From an optimization exercise on the open Yosys and OpenROAD flow, aimed at small area, a short achievable clock period and few clock cycles per item; shortcuts taken in it are not production practice. RTL that was checked went through simulation tests only; none was proved equivalent to the original. Power and IR drop assume default switching activity.

## build 54
Design compact_number_encoder, start of the top module:
module compact_number_encoder (
    input  logic                i_clk,
    input  logic                i_rst_n,
    input  logic                start,
    output logic                busy,
    input  logic                i_func,
    input  logic signed [31:0]  i_int_value,
    input  logic [63:0]         i_real_bits,
    input  logic                i_is_double,
    output logic                o_strobe,
    output logic [7:0]          o_out_byte,
    output logic                o_last_byte,
    input  logic                psel,
    input  logic                penable,
    input  logic                pwrite,
    input  logic [4:0]          paddr,
    input  logic [31:0]         pwdata,
    output logic [31:0]         prdata,
    output logic                pready
);
Size in the first run: roughly 1600 cells after synthesis, about 160 flip-flops, roughly 190 I/O pins, ~13000 um2 of cells after synthesis.
Settings: LEC_CHECK=0, CAP_MARGIN=20, CORE_MARGIN=2, CORE_UTILIZATION=40, SLEW_MARGIN=20, TNS_END_PERCENT=0; clock period 9.0 ns.
standard.sh (not shown) runs the stock make flow with config.mk's settings and CLKGATE_MAP_FILE= SYNTH_SCRIPT=/design/flow/synth_recipe.tcl, a recipe that flattens the netlist after the stock synthesis.
==> flow/flow/run.sh <==
#!/bin/bash
# Standard ORFS layout with two changes: the port buffers are buf_2 cells
# instead of the default delay-buffer cells (every port still gets its own
# buffer), and timing repair aims for 6 ns of setup slack.
set -euo pipefail
export BUFFER_PORTS_ARGS="-buffer_cell sky130_fd_sc_hd__buf_2"
bash standard.sh SETUP_SLACK_MARGIN=6 synth > synth.log 2>&1
bash standard.sh SETUP_SLACK_MARGIN=6 finish > finish.log 2>&1
Testbench counts of build 54, summed over its fixed seeds: cycles 14,733, items 3,200.
Edits applied to the flow inputs when going from build 54 to build 91:
Settings: TNS_END_PERCENT: 0 -> unset.
Findings:
Number of antenna cells inserted across build 91 and build 54: no real change.
Layout clock buffer count, build 91 and build 54: smaller value in build 54
Every stage of the flow completed for build 91, and the final layout passed the timing, design-rule and antenna checks.
Measured against build 91, the total met2 wirelength after detailed routing of build 54 comes out at 0.940 times the reference value.
Final cell area: build 91 above build 54
Relative to build 54, the power in sequential cells measured on build 91 has increased by a few percent.
Build 91: non-clock buffer count is 72 higher than what build 54 reported.
Against build 54, build 91 reports a wire length of the first global-routing pass that is higher.
The following lists how build 13 was set up differently from build 91:
==> flow/flow/run.sh <==
#!/bin/bash
# Standard ORFS layout with two changes: the port buffers are buf_2 cells
# instead of the default delay-buffer cells (every port still gets its own
# buffer), and timing repair aims for 6.5 ns of setup slack.
set -euo pipefail
export BUFFER_PORTS_ARGS="-buffer_cell sky130_fd_sc_hd__buf_2"
bash standard.sh SETUP_SLACK_MARGIN=6.5 synth > synth.log 2>&1
bash standard.sh SETUP_SLACK_MARGIN=6.5 finish > finish.log 2>&1
Findings:
Build 13 completed end to end with timing, DRC and antenna clean. The time the final worst path needs with I/O delays and setup of build 13 was superior to that of build 91. ~same maximum frequency in build 13 and build 91. Looking at worst reg-to-reg path cell count, build 13 sits 2 above build 91.

* * *

Setup of the previous run:
compact_number_encoder, a different RTL version from the one above (not shown whole).
For scale: roughly 1600 cells after synthesis, roughly 190 I/O pins, about 0.014 mm² of cells after synthesis.
clock: 9.0 ns
lec_check: 0
cap_margin: 20
core_margin: 2
core_utilization: 40
slew_margin: 20
==> flow/flow/run.sh <==
#!/bin/bash
# Standard ORFS layout with two changes: the port buffers are buf_2 cells
# instead of the default delay-buffer cells (every port still gets its own
# buffer), and timing repair aims for 6 ns of setup slack.
set -euo pipefail
export BUFFER_PORTS_ARGS="-buffer_cell sky130_fd_sc_hd__buf_2"
bash standard.sh SETUP_SLACK_MARGIN=6 synth > synth.log 2>&1
bash standard.sh SETUP_SLACK_MARGIN=6 finish > finish.log 2>&1
The previous run: flow completed, timing, DRC and antenna clean
Testbench counts of the previous run, summed over its fixed seeds: cycles 14,733, items 3,200.
Changes in the current run relative to the previous run:
# the previous run
export LEC_CHECK = 0
export CAP_MARGIN = 20
export CORE_MARGIN = 2
export CORE_UTILIZATION = 40
export SLEW_MARGIN = 20
create_clock -name core_clock -period 9.0 [get_ports {i_clk}]
# the current run
export LEC_CHECK = 0
export CAP_MARGIN = 20
export CORE_MARGIN = 2
export CORE_UTILIZATION = 40
export SETUP_SLACK_MARGIN = 5
export SLEW_MARGIN = 20
create_clock -name core_clock -period 9.0 [get_ports {i_clk}]
==> flow/flow/run.sh <==
#!/bin/bash
# Standard ORFS layout, with the port buffers made from buf_2 cells instead of
# the default delay-buffer cells (every port still gets its own buffer).
set -euo pipefail
export BUFFER_PORTS_ARGS="-buffer_cell sky130_fd_sc_hd__buf_2"
bash standard.sh synth > synth.log 2>&1
bash standard.sh finish > finish.log 2>&1
[compare] base=the previous run new=the current run: routed wire length now smaller; worst-case hold slack comparable; xor/xnor cell area share of the yosys netlist comparable; pin count of the biggest net entering global routing now smaller; buffering overhead now smaller.
Against the previous run, the current run comes in about 3% lower on routed wire length per instance.
On design area: between the current run and the previous run, it ends up higher for the previous run.
Internal power contribution for the current run: 4.0% down relative to the previous run
There was hardly any difference in number of non-clock inverters in the layout between the previous run and the current run.

* * *

== tundra ==
Another version of the RTL of compact_number_encoder (not shown whole).
Size: ~2,000 cells after synthesis, about 190 I/O pins, ~0.017 mm^2 of cells after synthesis.
==> flow/config.mk <==
export PLATFORM = sky130hd
export DESIGN_NAME = compact_number_encoder
export DESIGN_NICKNAME = compact_number_encoder
export VERILOG_FILES = /design/flow/design.v
export SDC_FILE = /design/flow/constraint.sdc
export NUM_CORES = 4
export LEC_CHECK = 0
export CAP_MARGIN = 20
export CORE_MARGIN = 2
export CORE_UTILIZATION = 40
export SETUP_SLACK_MARGIN = 5
export SLEW_MARGIN = 20
==> flow/constraint.sdc <==
create_clock -name core_clock -period 9.0 [get_ports {i_clk}]
set_input_delay 1.8000 -clock core_clock [delete_from_list [all_inputs] [get_ports {i_clk}]]
set_output_delay 1.8000 -clock core_clock [all_outputs]
set_load 0.01 [all_outputs]
run.sh (not shown) runs the stock make flow with config.mk's settings and CLKGATE_MAP_FILE= SYNTH_SCRIPT=/design/flow/synth_recipe.tcl, a recipe that flattens the netlist after the stock synthesis.
Stock flow here: none of the scripts above is used.
Relative to tundra, the following input files were edited for indigo:
==> flow/flow/run.sh (new file) <==
#!/bin/bash
# Standard ORFS layout, with the port buffers made from buf_2 cells instead of
# the default delay-buffer cells (every port still gets its own buffer).
set -euo pipefail
export BUFFER_PORTS_ARGS="-buffer_cell sky130_fd_sc_hd__buf_2"
bash standard.sh synth > synth.log 2>&1
bash standard.sh finish > finish.log 2>&1
==> flow/standard.sh (new file) <==
#!/bin/bash
# synth_recipe.tcl (not shown) runs the flow's synth.tcl, then flattens the netlist and writes it again
# the make line also repeats each setting of config.mk as NAME=value (left out here)
make -C /OpenROAD-flow-scripts/flow DESIGN_CONFIG=/design/flow/config.mk WORK_HOME=/design/flow/orfs CLKGATE_MAP_FILE= SYNTH_SCRIPT=/design/flow/synth_recipe.tcl "${@:-finish}"
removed: flow/run.sh
==> comparison <==
Delta (indigo minus tundra): setup slack after layout saw a decrease; count of clock-buffer cells in the layout saw a decrease; detailed placement HPWL saw a decrease; fraction of layout cells with a size suffix above 1 saw an increase.
Side by side, wire length reported by the detailed router turned out lower in indigo than in tundra.
indigo: area overhead of the layout relative to synthesis 5.2 points below tundra
No functional check of the RTL was part of any run of this note.

* * *

P:
compact_number_encoder, a different RTL version from the one above (not shown whole).
Size in the first run: ~1,700 cells after synthesis, about 200 flip-flops, ~190 I/O pins, about 15,000 um^2 of cells after synthesis.
// compact_number_encoder
module compact_number_encoder (
    input  logic                i_clk,
    input  logic                i_rst_n,
    input  logic                start,
    output logic                busy,
    input  logic                i_func,
    input  logic signed [31:0]  i_int_value,
    input  logic [63:0]         i_real_bits,
    input  logic                i_is_double,
    output logic                o_strobe,
    output logic [7:0]          o_out_byte,
    output logic                o_last_byte,
    input  logic                psel,
    input  logic                penable,
    input  logic                pwrite,
    input  logic [4:0]          paddr,
    input  logic [31:0]         pwdata,
    output logic [31:0]         prdata,
    output logic                pready
);
==> flow/config.mk <==
export PLATFORM = sky130hd
export DESIGN_NAME = compact_number_encoder
export DESIGN_NICKNAME = compact_number_encoder
export VERILOG_FILES = /design/flow/design.v
export SDC_FILE = /design/flow/constraint.sdc
export NUM_CORES = 4
export LEC_CHECK = 0
export CAP_MARGIN = 20
export CORE_MARGIN = 2
export CORE_UTILIZATION = 40
export SLEW_MARGIN = 20
==> flow/constraint.sdc <==
create_clock -name core_clock -period 9.0 [get_ports {i_clk}]
set_input_delay 1.8000 -clock core_clock [delete_from_list [all_inputs] [get_ports {i_clk}]]
set_output_delay 1.8000 -clock core_clock [all_outputs]
set_load 0.01 [all_outputs]
Stock flow here: none of the scripts above is used.
Modified inputs, Q compared to P
Settings: SETUP_SLACK_MARGIN: unset -> 5.
[summary]
Area of placed instances was higher in Q than in P.
Re relative contribution of combinational cells to total power: P was lower than Q.
The more densely filled core belongs to Q, not P.
| DRC violation total after the first TritonRoute iteration | Q vs P | worse |
Reported for P and Q, area used by sequential logic in the layout turned out identical to the last digit.
No run of this note included a check of the RTL's function; only the layout flow was run.

* * *

Setup of wip/xenon:
compact_number_encoder, a different RTL version from the one above (not shown whole).
Size: roughly 1600 cells after synthesis, about 130 flip-flops, ~190 I/O pins, roughly 13000 um^2 of cells after synthesis.
==> flow/design.v (excerpt) <==
module compact_number_encoder (
    input  logic                i_clk,
    input  logic                i_rst_n,
    input  logic                start,
    output logic                busy,
    input  logic                i_func,
    input  logic signed [31:0]  i_int_value,
    input  logic [63:0]         i_real_bits,
    input  logic                i_is_double,
    output logic                o_strobe,
    output logic [7:0]          o_out_byte,
    output logic                o_last_byte,
    input  logic                psel,
    input  logic                penable,
    input  logic                pwrite,
    input  logic [4:0]          paddr,
    input  logic [31:0]         pwdata,
    output logic [31:0]         prdata,
    output logic                pready
);
==> flow/config.mk <==
export PLATFORM = sky130hd
export DESIGN_NAME = compact_number_encoder
export DESIGN_NICKNAME = compact_number_encoder
export VERILOG_FILES = /design/flow/design.v
export SDC_FILE = /design/flow/constraint.sdc
export NUM_CORES = 4
export LEC_CHECK = 0
export CAP_MARGIN = 20
export CORE_MARGIN = 2
export CORE_UTILIZATION = 40
export SETUP_SLACK_MARGIN = 3
export SLEW_MARGIN = 20
==> flow/constraint.sdc <==
create_clock -name core_clock -period 9.0 [get_ports {i_clk}]
set_input_delay 1.8000 -clock core_clock [delete_from_list [all_inputs] [get_ports {i_clk}]]
set_output_delay 1.8000 -clock core_clock [all_outputs]
set_load 0.01 [all_outputs]
What wip/garnet does differently from wip/xenon at the input level:
- changing SETUP_SLACK_MARGIN from 3 to 5
Delta (wip/garnet minus wip/xenon): smallest setup slack after layout picked up an extra 1310 ps; non-clock buffer count picked up an extra about 140%; final-layout fill cell count lost 541.
Taking wip/xenon as the reference, in wip/garnet synthesized-area fraction occupied by xor and xnor cells about even, number of unique standard cell types used by synthesis barely changed, sum of internal, switching and leakage power grew by 9.1%.
wip/garnet finished every stage and its layout cleared the timing, design-rule and antenna checks.
sky130_fd_sc_hd__a21oi_1 as the cell type of the slowest stage on the worst timing path was reported by wip/garnet, and sky130_fd_sc_hd__clkdlybuf4s50_1 by wip/xenon.
Function was not checked in any run of this note: the RTL went through the layout flow alone.

* * *

compact_number_encoder with an RTL version that a note above also has.
Size in the first run: about 1600 cells after synthesis, roughly 160 flip-flops, about 190 I/O pins, about 13000 um^2 of cells after synthesis.
==> flow/config.mk <==
export PLATFORM = sky130hd
export DESIGN_NAME = compact_number_encoder
export DESIGN_NICKNAME = compact_number_encoder
export VERILOG_FILES = /design/flow/design.v
export SDC_FILE = /design/flow/constraint.sdc
export NUM_CORES = 4
export LEC_CHECK = 0
export CAP_MARGIN = 20
export CORE_MARGIN = 2
export CORE_UTILIZATION = 50
export SLEW_MARGIN = 20
export TNS_END_PERCENT = 5
==> flow/constraint.sdc <==
create_clock -name core_clock -period 9.0 [get_ports {i_clk}]
set_input_delay 1.8000 -clock core_clock [delete_from_list [all_inputs] [get_ports {i_clk}]]
set_output_delay 1.8000 -clock core_clock [all_outputs]
set_load 0.01 [all_outputs]
standard.sh (not shown) runs the stock make flow with config.mk's settings and CLKGATE_MAP_FILE= SYNTH_SCRIPT=/design/flow/synth_recipe.tcl, a recipe that flattens the netlist after the stock synthesis.
==> flow/flow/run.sh <==
#!/bin/bash
# Standard ORFS layout with two changes: the port buffers are buf_2 cells
# instead of the default delay-buffer cells (every port still gets its own
# buffer), and timing repair aims for 6 ns of setup slack.
set -euo pipefail
export BUFFER_PORTS_ARGS="-buffer_cell sky130_fd_sc_hd__buf_2"
bash standard.sh SETUP_SLACK_MARGIN=6 synth > synth.log 2>&1
bash standard.sh SETUP_SLACK_MARGIN=6 finish > finish.log 2>&1
Testbench counts at the start, summed over its fixed seeds: cycles 14,733, items 3,200.
Change:
--- a/flow/flow/run.sh
+++ b/flow/flow/run.sh
@@ -2 +2 @@
-# Standard ORFS layout with two changes: the port buffers are buf_2 cells
+# Standard ORFS layout with two changes: the port buffers are buf_1 cells
@@ -6 +6 @@
-export BUFFER_PORTS_ARGS="-buffer_cell sky130_fd_sc_hd__buf_2"
+export BUFFER_PORTS_ARGS="-buffer_cell sky130_fd_sc_hd__buf_1"
Settings changed: CORE_UTILIZATION 50 to 40.
Power grows by 0.68%.
Worst hold slack barely changes.
Die area grows by 24%.
Count of clock-buffer cells in the layout is unchanged.
Sequential share of layout area shrinks by 0.23 points.
Via count grows by 1.9%.
Design area grows by 1.7%.
Clock power shrinks by 3.3%.
Area after synthesis stays the same.
Change:
--- a/flow/flow/run.sh
+++ b/flow/flow/run.sh
@@ -2 +2 @@
-# Standard ORFS layout with two changes: the port buffers are buf_1 cells
+# Standard ORFS layout with two changes: the port buffers are buf_2 cells
@@ -6 +6 @@
-export BUFFER_PORTS_ARGS="-buffer_cell sky130_fd_sc_hd__buf_1"
+export BUFFER_PORTS_ARGS="-buffer_cell sky130_fd_sc_hd__buf_2"
The changed run finished clean.
Power falls by 2.5%.
Final area is lower by 1.6%.
Clock power falls by about 2%.
Cell count is lower by 0.74%.
Area after synthesis stays the same.
Fmax went up by 3.5%.
Combinational power decreases by about 3%.
Change:
==> flow/flow/run.sh (replaced) <==
#!/bin/bash
# Standard ORFS layout with two changes: the port buffers are buf_2 cells
# instead of the default delay-buffer cells (every port still gets its own
# buffer), and timing repair aims for 5.6 ns of setup slack.
set -euo pipefail
export BUFFER_PORTS_ARGS="-buffer_cell sky130_fd_sc_hd__buf_2"
bash standard.sh SETUP_SLACK_MARGIN=5.6 synth > synth.log 2>&1
bash standard.sh SETUP_SLACK_MARGIN=5.6 finish > finish.log 2>&1
Settings changed: TNS_END_PERCENT 5 to unset.
What happened: Clock skew goes down by 0.0042 ns. Design area goes down by about 4%. Sequential cell count does not change. Sequential share of layout area goes up by 0.82 points. Clock-buffer cell count goes up by 1. First-iteration DRC count goes up by about 9%. Die area stays the same. Fmax goes down by 7.0%. Synthesized area does not change.
Change:
Settings changed: TNS_END_PERCENT set to 5.
- power went up by 0.82%
- sequential share of layout area went down by 0.16 points
- count of clock-buffer cells in the layout went up by 1

* * *

## run A
compact_number_encoder, a different RTL version from the one above (not shown whole).
Size: about 1600 cells after synthesis, ~190 I/O pins.
clock: 9.0 ns
lec_check: 0
cap_margin: 20
core_margin: 2
core_utilization: 65
slew_margin: 20
==> flow/flow/run.sh <==
#!/bin/bash
# Standard ORFS layout with two changes: the port buffers are buf_2 cells
# instead of the default delay-buffer cells (every port still gets its own
# buffer), and timing repair aims for 6 ns of setup slack.
set -euo pipefail
export BUFFER_PORTS_ARGS="-buffer_cell sky130_fd_sc_hd__buf_2"
bash standard.sh SETUP_SLACK_MARGIN=6 synth > synth.log 2>&1
bash standard.sh SETUP_SLACK_MARGIN=6 finish > finish.log 2>&1
Run A never completed, since it errored out during 5_1_grt.
Here is what was changed in the inputs of run B compared with run A.
diff --git a/flow/config.mk b/flow/config.mk
--- a/flow/config.mk
+++ b/flow/config.mk
@@ -10 +10 @@
-export CORE_UTILIZATION = 65
+export CORE_UTILIZATION = 40
### Flow results
Out of run B and run A, the only run to close with the timing, design-rule and antenna checks passing was run B. For run A, the flow was terminated by a tool error in 5_1_grt and produced no final design. [compare] base=run A new=run B: post-placement worst setup slack shows a reduction of 0.068 ns; floorplan die width now sits higher; die outline height saw an increase; placed wire-length estimate after detailed placement grew by 3200 um; adder-cell share of the synthesized area about even. Total setup buffers inserted after CTS in run B is 37 below run A. Run B vs run A: effective utilization at floorplan down. [compare] base=run A new=run B: area after synthesis was more or less identical; post-synthesis register bit count level; area of placed instances has increased; number of placed instances, taps included has increased.
No run of this note included a check of the RTL's function; only the layout flow was run.

## what the ideal ports hide
In the flow no input, the clock included, has a driving cell. The finished layouts below were timed again as built, in two steps. Step 1 sets driving cells, clkbuf_16 on the clock port and buf_2 on the other inputs (assumed; they add their load-dependent delay and slew). Step 2 adds t to the input delays and takes it off the output delays; t is the mean of the earliest and latest rising clock arrival at the registers after step 1. Input paths then give back, and output paths get back, about the clock's delay inside the block. Slacks: ideal ports / drivers / drivers and shift; pairs: ideal ports / drivers.
| run | shift t [ns] | slack for setup (ns) | hold WS [ns] | worst slew at a driven data input, ns | cell pins on the clock port's net |
|---|---|---|---|---|---|
| build 54 | 0.512 | 5.646 / 5.518 / 5.006 | 0.502 / 0.502 / 0.502 | 0.18 | 1 |
| build 91 | 0.508 | 5.691 / 5.664 / 5.155 | 0.503 / 0.503 / 0.503 | 0.17 | 1 |
| build 13 | 0.508 | 5.695 / 5.692 / 5.184 | 0.488 / 0.488 / 0.488 | 0.17 | 1 |
| the previous run | 0.589 | 5.802 / 5.746 / 5.223 | 0.455 / 0.455 / 0.455 | 0.12 | 1 |
| the current run | 0.585 | 5.138 / 5.081 / 4.581 | 0.452 / 0.452 / 0.452 | 0.04 | 1 |
| tundra | 0.609 | 5.036 / 5.036 / 4.532 | 0.434 / 0.434 / 0.434 | 0.05 | 1 |
| indigo | 0.611 | 4.963 / 4.963 / 4.551 | 0.432 / 0.432 / 0.432 | 0.05 | 1 |
| P | 0.520 | 2.937 / 2.911 / 2.911 | 0.421 / 0.421 / 0.421 | 0.04 | 1 |
| Q | 0.526 | 4.394 / 4.333 / 4.333 | 0.428 / 0.428 / 0.428 | 0.06 | 1 |
| wip/xenon | 0.467 | 3.046 / 3.070 / 2.603 | 0.422 / 0.422 / 0.422 | 0.04 | 1 |
| wip/garnet | 0.483 | 4.352 / 4.276 / 3.793 | 0.413 / 0.413 / 0.413 | 0.27 | 1 |
| the first run of note 6 | 0.495 | 5.733 / 5.647 / 5.151 | 0.506 / 0.506 / 0.506 | 0.15 | 1 |
| the second run of note 6 | 0.487 | 5.609 / 5.611 / 5.123 | 0.503 / 0.503 / 0.503 | 0.05 | 1 |
| the third run of note 6 | 0.487 | 5.724 / 5.640 / 5.152 | 0.501 / 0.501 / 0.501 | 0.16 | 1 |
| the fourth run of note 6 | 0.486 | 5.477 / 5.414 / 4.927 | 0.507 / 0.507 / 0.507 | 0.16 | 1 |
| the fifth run of note 6 | 0.508 | 5.558 / 5.563 / 5.055 | 0.503 / 0.503 / 0.503 | 0.06 | 1 |
| run B | 0.483 | 5.480 / 5.480 / 5.317 | 0.499 / 0.499 / 0.499 | 0.14 | 1 |
After both steps setup and hold are still met in every run listed. The setup slack of build 54, which loses most, moves by -0.128 ns with the drivers and by -0.640 ns with both steps.
